Context: an optimization exercise on an open-source flow, tuned for small area and few clock cycles. The choices shown serve that exercise and are no tape-out recipe.
RTL that was checked went through simulation tests only; none was proved equivalent to the original.

==> inputs of quartz <==
// iq_fir_qpsk_slicer
module iq_fir_qpsk_slicer (
  input  logic                                 clk,
  input  logic                                 rst,
  input  logic                                 s_tvalid,
  output logic                                 s_tready,
  input  logic [iqfir_pkg::IN_TDATA_W-1:0]     s_tdata,
  output logic                                 m_tvalid,
  input  logic                                 m_tready,
  output logic [iqfir_pkg::OUT_TDATA_W-1:0]    m_tdata,
  output logic                                 m_tuser,
  input  logic                                 cfg_valid,
  output logic                                 cfg_ready,
  input  logic [iqfir_pkg::CFG_IDX_W-1:0]      cfg_index,
  input  logic [iqfir_pkg::WEIGHT_W-1:0]       cfg_data
);
  iqfir_pkg::taps_t taps;
  iqfir_pkg::taps_t taps_m;
  logic [3:0]       fill;
  logic             accept;
  logic [15:0]      hi0, hi1, hi2, hi3;
  logic [15:0]      hq0, hq1, hq2, hq3;
  ...
==> module iq_fir_qpsk_slicer, before the edit <==
module iq_fir_qpsk_slicer (
  input  logic                                 clk,
  input  logic                                 rst,
  input  logic                                 s_tvalid,
  output logic                                 s_tready,
  input  logic [iqfir_pkg::IN_TDATA_W-1:0]     s_tdata,
  output logic                                 m_tvalid,
  input  logic                                 m_tready,
  output logic [iqfir_pkg::OUT_TDATA_W-1:0]    m_tdata,
  output logic                                 m_tuser,
  input  logic                                 cfg_valid,
  output logic                                 cfg_ready,
  input  logic [iqfir_pkg::CFG_IDX_W-1:0]      cfg_index,
  input  logic [iqfir_pkg::WEIGHT_W-1:0]       cfg_data
);
  iqfir_pkg::taps_t taps;
  iqfir_pkg::taps_t taps_m;
  logic [3:0]       fill;
  logic             accept;
  logic [15:0]      hi0, hi1, hi2, hi3;
  logic [15:0]      hq0, hq1, hq2, hq3;
  logic [30:0]      tag_r;
  logic             fvalid_r;
  logic [25:0]      sum_i_n, sum_q_n;
  logic [25:0]      sum_i_r, sum_q_r;
  logic [15:0]      filtered_i, filtered_q;
  logic [15:0]      in_i, in_q;
  logic [19:0]      bd_one, bd_two, bd_neg;
  assign in_i = s_tdata[46:31];
  assign in_q = s_tdata[62:47];
  assign s_tready  = !m_tvalid || m_tready;
  assign accept    = s_tvalid && s_tready;
  assign cfg_ready = 1'b1;
  always_ff @(posedge clk) begin
    if (rst) begin
      taps <= iqfir_pkg::TAP_RESET;
    end else if (cfg_valid && cfg_index < 3'd5) begin
      taps[cfg_index*8 +: 8] <= cfg_data;
    end
  end
  assign taps_m = {taps[39:32] & {8{fill[3]}},
                   taps[31:24] & {8{fill[2]}},
                   taps[23:16] & {8{fill[1]}},
                   taps[15:8]  & {8{fill[0]}},
                   taps[7:0]};
  always_comb begin
    for (int k = 0; k < 5; k++) begin
      for (int i = 0; i < 4; i++) begin
        logic b2, b1, b0;
        b2 = taps_m[8*k + 2*i + 1];
        b1 = taps_m[8*k + 2*i];
        b0 = (i == 0) ? 1'b0 : taps_m[8*k + 2*i - 1];
        bd_one[4*k + i] = b1 ^ b0;
        bd_two[4*k + i] = (b2 & !b1 & !b0) | (!b2 & b1 & b0);
        bd_neg[4*k + i] = b2;
      end
    end
  end
  always_ff @(posedge clk) begin
    if (rst) begin
      fill <= '0;
    end else if (accept) begin
      fill <= {fill[2:0], 1'b1};
    end
  end
  always_ff @(posedge clk) begin
    if (rst) begin
      m_tvalid <= 1'b0;
    end else if (s_tready) begin
      m_tvalid <= s_tvalid;
    end
  end
  always_ff @(posedge clk) begin
    if (accept) begin
      hi0 <= in_i;  hi1 <= hi0;  hi2 <= hi1;  hi3 <= hi2;
      hq0 <= in_q;  hq1 <= hq0;  hq2 <= hq1;  hq3 <= hq2;
      tag_r    <= s_tdata[30:0];
      fvalid_r <= fill[3];
      sum_i_r  <= sum_i_n;
      sum_q_r  <= sum_q_n;
    end
  end
  iqfir_lane u_lane_i (
    .x0 (in_i), .x1 (hi0), .x2 (hi1), .x3 (hi2), .x4 (hi3),
    .one (bd_one), .two (bd_two), .neg (bd_neg), .sum (sum_i_n)
  );
  iqfir_lane u_lane_q (
    .x0 (in_q), .x1 (hq0), .x2 (hq1), .x3 (hq2), .x4 (hq3),
    .one (bd_one), .two (bd_two), .neg (bd_neg), .sum (sum_q_n)
  );
  iqfir_slicer u_div_i (.sum (sum_i_r), .valid (fvalid_r), .quot (filtered_i));
  iqfir_slicer u_div_q (.sum (sum_q_r), .valid (fvalid_r), .quot (filtered_q));
  assign m_tdata = {3'b000, filtered_i[15], filtered_q[15], filtered_q, filtered_i,
                    sum_q_r, sum_i_r, hq0, hi0, tag_r};
  assign m_tuser = fvalid_r;
endmodule
clock: 7.5 ns
lec_check: 0
cap_margin: 20
core_margin: 2
core_utilization: 40
slew_margin: 20
run.sh (not shown) runs the stock make flow with config.mk's settings and CLKGATE_MAP_FILE= SYNTH_SCRIPT=/design/flow/synth_recipe.tcl, a recipe that flattens the netlist after the stock synthesis.
==> pepper (differences from quartz) <==
--- a/flow/design.v
+++ b/flow/design.v
@@ -2314,2 +2314,3 @@
   logic [3:0]       fill;
+  logic             en;
   logic             accept;
@@ -2317,13 +2318,20 @@
   logic [15:0]      hq0, hq1, hq2, hq3;
-  logic [30:0]      tag_r;
-  logic             fvalid_r;
-  logic [25:0]      sum_i_n, sum_q_n;
-  logic [25:0]      sum_i_r, sum_q_r;
-  logic [15:0]      filtered_i, filtered_q;
   logic [15:0]      in_i, in_q;
   logic [19:0]      bd_one, bd_two, bd_neg;
+  logic [25:0]      sum_i_n, sum_q_n;
+  logic             s1_valid;
+  logic [30:0]      s1_tag;
+  logic             s1_fvalid;
+  logic [25:0]      s1_sum_i, s1_sum_q;
+  logic [30:0]      o_tag;
+  logic             o_fvalid;
+  logic [25:0]      o_sum_i, o_sum_q;
+  logic [15:0]      o_filt_i, o_filt_q;
+  logic [15:0]      quot_i, quot_q;
+  logic [15:0]      raw_i, raw_q;
   assign in_i = s_tdata[46:31];
   assign in_q = s_tdata[62:47];
-  assign s_tready  = !m_tvalid || m_tready;
-  assign accept    = s_tvalid && s_tready;
+  assign en        = !m_tvalid || m_tready;
+  assign s_tready  = en;
+  assign accept    = s_tvalid && en;
   assign cfg_ready = 1'b1;
@@ -2362,9 +2370,2 @@
   always_ff @(posedge clk) begin
-    if (rst) begin
-      m_tvalid <= 1'b0;
-    end else if (s_tready) begin
-      m_tvalid <= s_tvalid;
-    end
-  end
-  always_ff @(posedge clk) begin
     if (accept) begin
@@ -2372,6 +2373,2 @@
       hq0 <= in_q;  hq1 <= hq0;  hq2 <= hq1;  hq3 <= hq2;
-      tag_r    <= s_tdata[30:0];
-      fvalid_r <= fill[3];
-      sum_i_r  <= sum_i_n;
-      sum_q_r  <= sum_q_n;
     end
@@ -2386,7 +2383,36 @@
   );
-  iqfir_slicer u_div_i (.sum (sum_i_r), .valid (fvalid_r), .quot (filtered_i));
-  iqfir_slicer u_div_q (.sum (sum_q_r), .valid (fvalid_r), .quot (filtered_q));
-  assign m_tdata = {3'b000, filtered_i[15], filtered_q[15], filtered_q, filtered_i,
-                    sum_q_r, sum_i_r, hq0, hi0, tag_r};
-  assign m_tuser = fvalid_r;
+  always_ff @(posedge clk) begin
+    if (rst) begin
+      s1_valid <= 1'b0;
+      m_tvalid <= 1'b0;
+    end else if (en) begin
+      s1_valid <= s_tvalid;
+      m_tvalid <= s1_valid;
+    end
+  end
+  always_ff @(posedge clk) begin
+    if (en) begin
+      s1_tag    <= s_tdata[30:0];
+      s1_fvalid <= fill[3];
+      s1_sum_i  <= sum_i_n;
+      s1_sum_q  <= sum_q_n;
+    end
+  end
+  iqfir_slicer u_div_i (.sum (s1_sum_i), .valid (s1_fvalid), .quot (quot_i));
+  iqfir_slicer u_div_q (.sum (s1_sum_q), .valid (s1_fvalid), .quot (quot_q));
+  always_ff @(posedge clk) begin
+    if (en) begin
+      o_tag    <= s1_tag;
+      o_fvalid <= s1_fvalid;
+      o_sum_i  <= s1_sum_i;
+      o_sum_q  <= s1_sum_q;
+      o_filt_i <= quot_i;
+      o_filt_q <= quot_q;
+    end
+  end
+  assign raw_i = s1_valid ? hi1 : hi0;
+  assign raw_q = s1_valid ? hq1 : hq0;
+  assign m_tdata = {3'b000, o_filt_i[15], o_filt_q[15], o_filt_q, o_filt_i,
+                    o_sum_q, o_sum_i, raw_q, raw_i, o_tag};
+  assign m_tuser = o_fvalid;
 endmodule
==> qor summary <==
|  | pepper | quartz |
|---|---|---|
| Number of library cell types mapped by synthesis | 90 | 84 |
| Wire length the detailed router placed on met1 | 77000 um | 75400 um |
| Via count of the first global-routing pass | 42700 | 45100 |
| Flops & latches, synth | 374 | 257 |
| Outcome | timing/DRC/antenna clean | failed layout checks |
| Violated checks | - | negative setup slack |
| Inserted Clock Buffers | 50 | 39 |
| Multi-input combinational gate total | 3887 | 4220 |
| Critical path buffers and inverters | 6 | 7 |
| Proportion of synthesized area in mux cells | 2.07% | 0.267% |
| Overall via count from detail_route | 43700 | 45500 |
| Min-Delay Path Depth | 0 | 2 |
| Final TNS setup | 0 ns | -27.90 ns |
| Adder-Cell Fraction of Synth Area | 31.3% | 34.3% |
| Count of clock buffers in the final design | 68 | 46 |
| Slew at the pin with the worst max-slew slack | 1.02 ns | 1.19 ns |
| Floorplan die area | 134000 um2 | 128000 um2 |
Testbench counts of quartz, summed over its fixed seeds: cycles 16,392.
Testbench counts of pepper, summed over its fixed seeds: cycles 16,400.

==> inputs of run X <==
Another version of the RTL of iq_fir_qpsk_slicer (not shown whole).
==> module iq_fir_qpsk_slicer, before the edit <==
module iq_fir_qpsk_slicer (
  input  logic                                 clk,
  input  logic                                 rst,
  input  logic                                 s_tvalid,
  output logic                                 s_tready,
  input  logic [iqfir_pkg::IN_TDATA_W-1:0]     s_tdata,
  output logic                                 m_tvalid,
  input  logic                                 m_tready,
  output logic [iqfir_pkg::OUT_TDATA_W-1:0]    m_tdata,
  output logic                                 m_tuser,
  input  logic                                 cfg_valid,
  output logic                                 cfg_ready,
  input  logic [iqfir_pkg::CFG_IDX_W-1:0]      cfg_index,
  input  logic [iqfir_pkg::WEIGHT_W-1:0]       cfg_data
);
  iqfir_pkg::taps_t taps;
  logic [3:0]       fill;
  logic             en;
  logic             accept;
  logic [15:0]      hi0, hi1, hi2, hi3;
  logic [15:0]      hq0, hq1, hq2, hq3;
  logic [15:0]      in_i, in_q;
  logic [19:0]      bd_one, bd_two, bd_neg;
  logic [25:0]      sum_i_n, sum_q_n;
  logic             s1_valid;
  logic [30:0]      s1_tag;
  logic             s1_fvalid;
  logic [25:0]      s1_sum_i, s1_sum_q;
  logic [30:0]      o_tag;
  logic             o_fvalid;
  logic [25:0]      o_sum_i, o_sum_q;
  logic [15:0]      o_filt_i, o_filt_q;
  logic [5:0]       c6_i, c6_q;
  logic [5:0]       o_c6_i, o_c6_q;
  logic             e_i, e_q, o_e_i, o_e_q;
  logic [15:0]      raw_i, raw_q;
  assign in_i = s_tdata[46:31];
  assign in_q = s_tdata[62:47];
  assign en        = !m_tvalid || m_tready;
  assign s_tready  = en;
  assign accept    = s_tvalid && en;
  assign cfg_ready = 1'b1;
  always_ff @(posedge clk) begin
    if (rst) begin
      taps <= iqfir_pkg::TAP_RESET;
    end else if (cfg_valid && cfg_index < 3'd5) begin
      taps[cfg_index*8 +: 8] <= cfg_data;
    end
  end
  always_comb begin
    for (int k = 0; k < 5; k++) begin
      for (int i = 0; i < 4; i++) begin
        logic b2, b1, b0, m;
        m  = (k == 0) ? 1'b1 : fill[k - 1];
        b2 = taps[8*k + 2*i + 1];
        b1 = taps[8*k + 2*i];
        b0 = (i == 0) ? 1'b0 : taps[8*k + 2*i - 1];
        bd_one[4*k + i] = (b1 ^ b0) & m;
        bd_two[4*k + i] = ((b2 & !b1 & !b0) | (!b2 & b1 & b0)) & m;
        bd_neg[4*k + i] = b2;
      end
    end
  end
  always_ff @(posedge clk) begin
    if (rst) begin
      fill <= '0;
    end else if (accept) begin
      fill <= {fill[2:0], 1'b1};
    end
  end
  always_ff @(posedge clk) begin
    if (accept) begin
      hi0 <= in_i;  hi1 <= hi0;  hi2 <= hi1;  hi3 <= hi2;
      hq0 <= in_q;  hq1 <= hq0;  hq2 <= hq1;  hq3 <= hq2;
    end
  end
  iqfir_lane u_lane_i (
    .x0 (in_i), .x1 (hi0), .x2 (hi1), .x3 (hi2), .x4 (hi3),
    .one (bd_one), .two (bd_two), .neg (bd_neg), .sum (sum_i_n)
  );
  iqfir_lane u_lane_q (
    .x0 (in_q), .x1 (hq0), .x2 (hq1), .x3 (hq2), .x4 (hq3),
    .one (bd_one), .two (bd_two), .neg (bd_neg), .sum (sum_q_n)
  );
  always_ff @(posedge clk) begin
    if (rst) begin
      s1_valid <= 1'b0;
      m_tvalid <= 1'b0;
    end else if (en) begin
      s1_valid <= s_tvalid;
      m_tvalid <= s1_valid;
    end
  end
  always_ff @(posedge clk) begin
    if (en) begin
      s1_tag    <= s_tdata[30:0];
      s1_fvalid <= fill[3];
      s1_sum_i  <= sum_i_n;
      s1_sum_q  <= sum_q_n;
    end
  end
  iqfir_resid u_res_i (.sum (s1_sum_i), .valid (s1_fvalid), .c6 (c6_i), .e (e_i));
  iqfir_resid u_res_q (.sum (s1_sum_q), .valid (s1_fvalid), .c6 (c6_q), .e (e_q));
  always_ff @(posedge clk) begin
    if (en) begin
      o_tag    <= s1_tag;
      o_fvalid <= s1_fvalid;
      o_sum_i  <= s1_sum_i;
      o_sum_q  <= s1_sum_q;
      o_c6_i   <= c6_i;
      o_c6_q   <= c6_q;
      o_e_i    <= e_i;
      o_e_q    <= e_q;
    end
  end
  iqfir_slicer u_div_i (.sum (o_sum_i), .valid (o_fvalid), .c6 (o_c6_i), .e (o_e_i),
                        .quot (o_filt_i));
  iqfir_slicer u_div_q (.sum (o_sum_q), .valid (o_fvalid), .c6 (o_c6_q), .e (o_e_q),
                        .quot (o_filt_q));
  assign raw_i = s1_valid ? hi1 : hi0;
  assign raw_q = s1_valid ? hq1 : hq0;
  assign m_tdata = {3'b000, o_filt_i[15], o_filt_q[15], o_filt_q, o_filt_i,
                    o_sum_q, o_sum_i, raw_q, raw_i, o_tag};
  assign m_tuser = o_fvalid;
endmodule
export LEC_CHECK = 0
export CAP_MARGIN = 20
export CORE_MARGIN = 2
export CORE_UTILIZATION = 40
export SLEW_MARGIN = 20
create_clock -name core_clock -period 7.5 [get_ports {clk}]
standard.sh (not shown) runs the stock make flow with config.mk's settings and CLKGATE_MAP_FILE= SYNTH_SCRIPT=/design/flow/synth_recipe.tcl, a recipe that flattens the netlist after the stock synthesis.
==> flow/flow/run.sh <==
#!/bin/bash
# Layout flow: the standard synthesis, then an inverter cleanup around the full adders
# (flow/polfix.py, checked equivalent with ABC's cec before it is used), then the standard
# layout steps. Each tool writes its full output to its own log file here.
set -euo pipefail
RES=$PWD/orfs/results/$FLOW_PLATFORM/iq_fir_qpsk_slicer/base
LIB=$FLOW_HOME/platforms/$FLOW_PLATFORM/lib/sky130_fd_sc_hd__tt_025C_1v80.lib

bash standard.sh "$RES/1_2_yosys.v" > std_synth.log 2>&1

cp "$RES/1_2_yosys.v" yosys_orig.v
if python3 flow/polfix.py yosys_orig.v yosys_pol.v > polfix.log 2>&1; then
  for n in orig pol; do
    yosys -q -p "read_liberty -ignore_miss_func $LIB; read_verilog yosys_$n.v; hierarchy -top $FLOW_TOP; flatten; proc; opt_clean; techmap; opt -fast; dffunmap; write_blif -gates $n.blif" > yosys_blif_$n.log 2>&1
  done
  yosys-abc -c "cec orig.blif pol.blif" > cec.log 2>&1 || true
  if grep -q "Networks are equivalent" cec.log; then
    cp yosys_pol.v "$RES/1_2_yosys.v"
    echo "using the cleaned netlist" >> polfix.log
  else
    echo "cec did not prove equivalence; keeping the standard netlist" >> polfix.log
  fi
  rm -f orig.blif pol.blif
fi

# smallest buffer on each port (the standard flow picks a larger delay cell); clock tree
# from small clock buffers, without the dummy loads CTS adds for balancing
export BUFFER_PORTS_ARGS="-buffer_cell sky130_fd_sc_hd__buf_1"
export CTS_ARGS="-sink_clustering_enable -repair_clock_nets -dont_use_dummy_load -buf_list {sky130_fd_sc_hd__clkbuf_4 sky130_fd_sc_hd__clkbuf_8}"
bash standard.sh > std_layout.log 2>&1
Other scripts of this flow, unchanged in this note and not shown: flow/flow/polfix.py
==> inputs of run C, as changes to run X <==
--- a/flow/design.v
+++ b/flow/design.v
@@ -2341,5 +2341,5 @@
   input  logic [iqfir_pkg::WEIGHT_W-1:0]       cfg_data
 );
-  iqfir_pkg::taps_t taps;
+  logic [59:0]      digits;
   logic [3:0]       fill;
   logic             en;
@@ -2368,23 +2368,31 @@
   assign accept    = s_tvalid && en;
   assign cfg_ready = 1'b1;
+  function automatic logic [11:0] booth(input logic [7:0] w);
+    logic [3:0] one, two, neg;
+    for (int i = 0; i < 4; i++) begin
+      logic b2, b1, b0;
+      b2 = w[2*i + 1];
+      b1 = w[2*i];
+      b0 = (i == 0) ? 1'b0 : w[2*i - 1];
+      one[i] = b1 ^ b0;
+      two[i] = (b2 & !b1 & !b0) | (!b2 & b1 & b0);
+      neg[i] = b2;
+    end
+    booth = {neg, two, one};
+  endfunction
   always_ff @(posedge clk) begin
     if (rst) begin
-      taps <= iqfir_pkg::TAP_RESET;
+      digits <= {booth(8'd1), booth(8'd2), booth(8'd3), booth(8'd2), booth(8'd1)};
     end else if (cfg_valid && cfg_index < 3'd5) begin
-      taps[cfg_index*8 +: 8] <= cfg_data;
+      digits[cfg_index*12 +: 12] <= booth(cfg_data);
     end
   end
   always_comb begin
     for (int k = 0; k < 5; k++) begin
-      for (int i = 0; i < 4; i++) begin
-        logic b2, b1, b0, m;
-        m  = (k == 0) ? 1'b1 : fill[k - 1];
-        b2 = taps[8*k + 2*i + 1];
-        b1 = taps[8*k + 2*i];
-        b0 = (i == 0) ? 1'b0 : taps[8*k + 2*i - 1];
-        bd_one[4*k + i] = (b1 ^ b0) & m;
-        bd_two[4*k + i] = ((b2 & !b1 & !b0) | (!b2 & b1 & b0)) & m;
-        bd_neg[4*k + i] = b2;
-      end
+      logic m;
+      m = (k == 0) ? 1'b1 : fill[k - 1];
+      bd_one[4*k +: 4] = digits[12*k +: 4] & {4{m}};
+      bd_two[4*k +: 4] = digits[12*k + 4 +: 4] & {4{m}};
+      bd_neg[4*k +: 4] = digits[12*k + 8 +: 4];
     end
   end
==> notes <==
Against run C, the utilization of run X is lower by 0.46 points. Between run C and run X, the lower wire length is in run C (gap 5.5%, measured against run X). In run X the final area is higher than in run C, by 6.1%. Between run C and run X, the lower sequential share of layout area is in run X (gap 1.8 points). Clock-buffer cell count: run C is higher than run X (2). Of run X and run C, run X has the higher first-iteration DRC count (gap 25%, measured against run C). Between run C and run X, the lower synthesized area is in run C (gap about 6%, measured against run X).
==> figures <==
Post-synth design cell area: run X 51800 µm²; run C 48600 µm²
Number of diodes added for antenna fixing: run X 3; run C 2
Met2 track demand over resource: run X 0.400; run C 0.410
Biggest cell delay along the critical path: run X 0.57 ns; run C 0.54 ns
Hold_ws: run X 0.387 ns; run C 0.406 ns
Initial standard-cell utilization of the core: run X 0.402; run C 0.404
Site Rows: run X 132; run C 127
Timing endpoint of the critical path: run X s1_sum_q[24]; run C s1_sum_i[24]
Area after DPL: run X 54500 µm²; run C 51300 µm²
Initial antenna violation count: run X 2; run C 6
Worst min-delay path startpoint: run X s1_tag[4]; run C s1_tag[17]
Vias in the first global route: run X 41600; run C 38300
Top fanout value on the critical path: run X 16; run C 10
Transition time at the pin with the least slew margin: run X 1.18 ns; run C 1.09 ns
Relative max-transition margin: run X 0.214; run C 0.275
Result of the run: run X timing/DRC/antenna clean; run C timing/DRC/antenna clean
CTS sink cnt: run X 356; run C 376
No functional check of the RTL was part of any run of this note.

port drivers added, routing unchanged:
In the flow no input, the clock included, has a driving cell. The finished layouts below were timed again as built, in two steps.
Step 1, drivers: a clkbuf_16 drives clk and a buf_2 each remaining input, both assumed.
Step 2 times the ports against the registers' clock, not the clock port: input delays grow and output delays shrink by t, the midpoint of the rising clock arrivals with the driver on.
Three values: ideal, step 1, step 2; two values: the first two.
run	shift t [ns]	slack for setup (ns)	hold WS [ns]	latest minus earliest clock arrival (ns)	cell pins on the clock port's net
quartz	0.669	-1.665 / -1.735 / -1.067	0.493 / 0.493 / 0.493	0.037 / 0.037	1
pepper	0.732	0.176 / 0.176 / -0.428	0.415 / 0.415 / 0.415	0.063 / 0.063	1
run X	0.782	0.284 / 0.284 / 0.093	0.387 / 0.387 / 0.387	0.106 / 0.107	1
run C	0.773	0.264 / 0.264 / 0.048	0.406 / 0.406 / 0.406	0.122 / 0.122	1
With both steps, setup timing fails in pepper, where it was met with ideal ports. For pepper, which loses most, drivers alone change the setup slack by 0.000 ns; drivers and shift together by -0.604 ns.
